This design comes from an exercise in tuning for small area, a short achievable clock period and few clock cycles per item on the open sky130 flow, not from production work.
At most, simulation tests tie the RTL to the original design; equivalence was not proved.
Power figures rest on the tool's default switching activity, not on a simulated workload.

==> flow/design.v <==
package lps_pkg;
    localparam int COORD_BITS_DEF = 12;
    localparam logic KIND_LOAD = 1'b0;
    localparam logic KIND_STEP = 1'b1;
    localparam int PH_FIRST  = 0;
    localparam int PH_SECOND = 1;
    localparam int PH_WALK0  = 2;
    localparam int PH_WALK   = 3;
endpackage
module lps_step_core
#(
    parameter int W = lps_pkg::COORD_BITS_DEF
)
(
    input  logic                clk,
    input  logic                rst_n,
    input  logic                proc,
    input  logic                kind,
    input  logic                load_wr,
    input  logic signed [W-1:0] x_start,
    input  logic signed [W-1:0] y_start,
    input  logic signed [W-1:0] x_end,
    input  logic signed [W-1:0] y_end,
    output logic                res_pixel_valid,
    output logic signed [W-1:0] res_x,
    output logic signed [W-1:0] res_y,
    output logic                res_last
);
    logic [3:0]   phase_reg, phase_next;    
    logic [W-1:0] cur_x_reg, cur_x_next;
    logic [W-1:0] cur_y_reg, cur_y_next;
    logic [W-1:0] far_x_reg, far_x_next;    
    logic [W-1:0] far_y_reg, far_y_next;    
    logic [W-1:0] u_reg, u_next;            
    logic [W-1:0] v_reg, v_next;            
    logic         neg_x_reg, neg_x_next;
    logic         neg_y_reg, neg_y_next;
    logic         maj_y_reg, maj_y_next;
    logic         cin_reg, cin_next;        
    logic         qcin_reg, qcin_next;      
    logic         pv_reg, pv_next;
    logic         last_reg, last_next;
    logic [W:0]   dx, dy, t, q_wrap;
    logic         walking, s_maj, s_min, diag, y_dec, p_far, minor, is_last;
    logic         s_maj_n, s_min_n;
    logic [W-1:0] m_big;
    assign res_pixel_valid = pv_reg;
    assign res_x           = cur_x_reg;    
    assign res_y           = cur_y_reg;
    assign res_last        = last_reg;
    always_comb
    begin
        dx      = {far_x_reg[W-1], far_x_reg} - {u_reg[W-1], u_reg};
        dy      = {far_y_reg[W-1], far_y_reg} - {v_reg[W-1], v_reg};
        walking = phase_reg[lps_pkg::PH_WALK];
        s_maj   = maj_y_reg ? neg_y_reg : neg_x_reg;
        s_min   = maj_y_reg ? neg_x_reg : neg_y_reg;
        diag    = (v_reg != '0) || s_min;
        y_dec   = diag && (neg_x_reg ^ neg_y_reg);
        p_far   = (maj_y_reg && !diag) ? neg_y_reg : neg_x_reg;
        t       = {1'b0, u_reg} + {1'b1, ~v_reg} + (W+1)'(cin_reg);
        minor   = t[W];
        q_wrap  = {1'b0, u_reg} + {1'b0, walking ? far_x_reg : '0} + (W+1)'(qcin_reg);
        m_big   = u_reg;
        phase_next = phase_reg;
        cur_x_next = cur_x_reg;
        cur_y_next = cur_y_reg;
        far_x_next = far_x_reg;
        far_y_next = far_y_reg;
        u_next     = u_reg;
        v_next     = v_reg;
        neg_x_next = neg_x_reg;
        neg_y_next = neg_y_reg;
        maj_y_next = maj_y_reg;
        pv_next    = pv_reg;
        last_next  = last_reg;
        is_last    = 1'b0;
        if (proc)
        begin
            pv_next   = 1'b0;
            last_next = 1'b0;
            if (kind == lps_pkg::KIND_LOAD)
            begin
                cur_x_next = '0;
                cur_y_next = '0;
                phase_next = 4'b0001 << lps_pkg::PH_FIRST;
            end
            else
            begin
                phase_next = '0;
                case (1'b1)
                    phase_reg[lps_pkg::PH_FIRST]:
                    begin
                        pv_next    = 1'b1;
                        cur_x_next = u_reg;
                        cur_y_next = v_reg;
                        u_next     = dx[W-1:0] ^ {W{dx[W]}};
                        v_next     = dy[W-1:0] ^ {W{dy[W]}};
                        neg_x_next = dx[W];
                        neg_y_next = dy[W];
                        phase_next[lps_pkg::PH_SECOND] = 1'b1;
                    end
                    phase_reg[lps_pkg::PH_SECOND]:
                    begin
                        pv_next    = 1'b1;
                        cur_x_next = far_x_reg;
                        cur_y_next = far_y_reg;
                        far_x_next = cur_x_reg;
                        far_y_next = cur_y_reg;
                        maj_y_next = t[W];
                        u_next     = t[W] ? v_reg : u_reg;
                        v_next     = t[W] ? u_reg : v_reg;
                        phase_next[lps_pkg::PH_WALK0] = 1'b1;
                    end
                    phase_reg[lps_pkg::PH_WALK0]:
                    begin
                        pv_next    = 1'b1;
                        if (!p_far)
                        begin
                            cur_x_next = far_x_reg;
                            cur_y_next = far_y_reg;
                        end
                        u_next     = q_wrap[W:1];
                        far_x_next = t[W-1:0];
                        far_y_next = q_wrap[W-1:0];
                        is_last    = (m_big[W-1:1] == '0)
                                  && (s_maj ? (diag && !m_big[0]) : (m_big[0] == diag));
                        last_next  = is_last;
                        phase_next[lps_pkg::PH_WALK] = !is_last;
                    end
                    phase_reg[lps_pkg::PH_WALK]:
                    begin
                        pv_next    = 1'b1;
                        far_y_next = far_y_reg - 1'b1;
                        u_next     = minor ? q_wrap[W-1:0] : t[W-1:0];
                        if (!maj_y_reg || minor)
                            cur_x_next = cur_x_reg + 1'b1;
                        if (maj_y_reg || minor)
                            cur_y_next = cur_y_reg + {{(W-1){y_dec}}, 1'b1};
                        is_last    = (far_y_reg == {{(W-2){1'b0}}, diag, !diag});
                        last_next  = is_last;
                        phase_next[lps_pkg::PH_WALK] = !is_last;
                    end
                    default:
                    begin
                        cur_x_next = '0;
                        cur_y_next = '0;
                    end
                endcase
            end
        end
        if (load_wr)
        begin
            far_x_next = x_end;
            far_y_next = y_end;
            u_next     = x_start;
            v_next     = y_start;
        end
        s_maj_n = maj_y_next ? neg_y_next : neg_x_next;
        s_min_n = maj_y_next ? neg_x_next : neg_y_next;
        if (phase_next[lps_pkg::PH_SECOND])
            cin_next = neg_x_next || !neg_y_next;
        else if (phase_next[lps_pkg::PH_WALK0])
            cin_next = s_maj_n || !s_min_n;
        else
            cin_next = !s_min_n;
        qcin_next = s_maj_n && !(phase_next[lps_pkg::PH_WALK] && s_min_n);
    end
    always_ff @(posedge clk or negedge rst_n)
    begin
        if (!rst_n)
            phase_reg <= '0;
        else
            phase_reg <= phase_next;
    end
    always_ff @(posedge clk)
    begin
        cur_x_reg <= cur_x_next;
        cur_y_reg <= cur_y_next;
        far_x_reg <= far_x_next;
        far_y_reg <= far_y_next;
        u_reg     <= u_next;
        v_reg     <= v_next;
        neg_x_reg <= neg_x_next;
        neg_y_reg <= neg_y_next;
        maj_y_reg <= maj_y_next;
        cin_reg   <= cin_next;
        qcin_reg  <= qcin_next;
        pv_reg    <= pv_next;
        last_reg  <= last_next;
    end
endmodule
module line_pixel_stepper
#(
    parameter int COORD_BITS = lps_pkg::COORD_BITS_DEF
)
(
    input  logic                         clk,
    input  logic                         rst_n,
    input  logic                         req_valid,
    output logic                         req_ready,
    input  logic                         req_kind,
    input  logic signed [COORD_BITS-1:0] req_x_start,
    input  logic signed [COORD_BITS-1:0] req_y_start,
    input  logic signed [COORD_BITS-1:0] req_x_end,
    input  logic signed [COORD_BITS-1:0] req_y_end,
    output logic                         rsp_valid,
    input  logic                         rsp_ready,
    output logic                         rsp_pixel_valid,
    output logic signed [COORD_BITS-1:0] rsp_pixel_x,
    output logic signed [COORD_BITS-1:0] rsp_pixel_y,
    output logic                         rsp_last
);
    logic pend_reg, pend_kind_reg, out_valid_reg;
    logic o_free, have, proc, kind_e, load_wr;
    assign req_ready = !pend_reg;
    assign rsp_valid = out_valid_reg;
    assign o_free    = !out_valid_reg || rsp_ready;
    assign have      = pend_reg || req_valid;
    assign proc      = have && o_free;
    assign kind_e    = pend_reg ? pend_kind_reg : req_kind;
    assign load_wr   = req_valid && !pend_reg && (req_kind == lps_pkg::KIND_LOAD);
    always_ff @(posedge clk or negedge rst_n)
    begin
        if (!rst_n)
        begin
            pend_reg      <= 1'b0;
            out_valid_reg <= 1'b0;
        end
        else
        begin
            pend_reg      <= have && !o_free;
            out_valid_reg <= proc || (out_valid_reg && !rsp_ready);
        end
    end
    always_ff @(posedge clk)
    begin
        if (!pend_reg)
            pend_kind_reg <= req_kind;
    end
    lps_step_core #(
        .W (COORD_BITS)
    ) u_core (
        .clk             (clk),
        .rst_n           (rst_n),
        .proc            (proc),
        .kind            (kind_e),
        .load_wr         (load_wr),
        .x_start         (req_x_start),
        .y_start         (req_y_start),
        .x_end           (req_x_end),
        .y_end           (req_y_end),
        .res_pixel_valid (rsp_pixel_valid),
        .res_x           (rsp_pixel_x),
        .res_y           (rsp_pixel_y),
        .res_last        (rsp_last)
    );
endmodule
==> flow/config.mk <==
export PLATFORM = sky130hd
export DESIGN_NAME = line_pixel_stepper
export DESIGN_NICKNAME = line_pixel_stepper
export VERILOG_FILES = /design/flow/design.v
export SDC_FILE = /design/flow/constraint.sdc
export NUM_CORES = 4
export LEC_CHECK = 0
export CAP_MARGIN = 20
export CORE_MARGIN = 2
export CORE_UTILIZATION = 55
export SETUP_SLACK_MARGIN = 3.8
export SLEW_MARGIN = 20
export TNS_END_PERCENT = 10
==> flow/constraint.sdc <==
create_clock -name core_clock -period 7.0 [get_ports {clk}]
set_input_delay 1.4000 -clock core_clock [delete_from_list [all_inputs] [get_ports {clk}]]
set_output_delay 1.4000 -clock core_clock [all_outputs]
set_load 0.01 [all_outputs]
standard.sh (not shown) runs the stock make flow with config.mk's settings and CLKGATE_MAP_FILE= SYNTH_SCRIPT=/design/flow/synth_recipe.tcl, a recipe that flattens the netlist after the stock synthesis.
==> flow/flow/run.sh <==
#!/bin/bash
# The standard layout (the standard.sh: ORFS synthesis to finish, unchanged), except
# that the buffer on each input and output port is sky130_fd_sc_hd__buf_1 instead of the
# cell buffer_ports picks by itself (a slow clkdlybuf4s50_1 delay cell).
# ORFS writes each step's full log under orfs/logs/; make's own output goes to
# flow_make.log here.
set -euo pipefail
cd "$(dirname "$0")/.."
export BUFFER_PORTS_ARGS="-buffer_cell sky130_fd_sc_hd__buf_1"
bash standard.sh finish > flow_make.log 2>&1
The first run finished clean.
==> next run, changes <==
--- a/flow/design.v
+++ b/flow/design.v
@@ -46,6 +46,6 @@
     logic [W-1:0] m_big;
     assign res_pixel_valid = pv_reg;
-    assign res_x           = cur_x_reg;    
-    assign res_y           = cur_y_reg;
+    assign res_x           = pv_reg ? cur_x_reg : '0;
+    assign res_y           = pv_reg ? cur_y_reg : '0;
     assign res_last        = last_reg;
     always_comb
@@ -81,9 +81,5 @@
             last_next = 1'b0;
             if (kind == lps_pkg::KIND_LOAD)
-            begin
-                cur_x_next = '0;
-                cur_y_next = '0;
                 phase_next = 4'b0001 << lps_pkg::PH_FIRST;
-            end
             else
             begin
@@ -144,6 +140,4 @@
                     default:
                     begin
-                        cur_x_next = '0;
-                        cur_y_next = '0;
                     end
                 endcase
=>
- count of clock-buffer cells in the layout climbs by 2
- area after synthesis climbs by 1.9%
- cell count barely changes
- design area drops by 1.3%
- wire length drops by 11%
- total power drops by 2.2%
- global-route usage drops by 3.5 points
Testbench counts after the change, summed over its fixed seeds: cycles 32,008, items 32,000.
No functional check of the RTL was part of the first run of this note.

[re-timing with driven ports]
How much do the figures lean on ideal ports? The routed layouts below were timed once more, with nothing changed but the port constraints. Step 1, drivers: a clkbuf_16 drives clk and a buf_2 each remaining input, both assumed. Step 2 also shifts input and output timing later by t, the mid clock arrival at the registers, as if the neighbouring blocks saw the same clock. Three values: ideal, step 1, step 2; two values: the first two.
| run | t (ns) | setup WS [ns] | hold WS [ns] | worst setup path at the end | worst register clock-pin slew, ns |
|---|---|---|---|---|---|
| the first run | 0.392 | 3.720 / 3.720 / 3.448 | 0.533 / 0.533 / 0.533 | input to register | 0.07 / 0.07 |
| the second run | 0.395 | 3.814 / 3.814 / 3.538 | 0.529 / 0.529 / 0.529 | input to register | 0.07 / 0.07 |
After both steps every run listed still meets setup and hold. For the second run, which loses most, drivers alone change the setup slack by 0.000 ns; drivers and shift together by -0.276 ns.
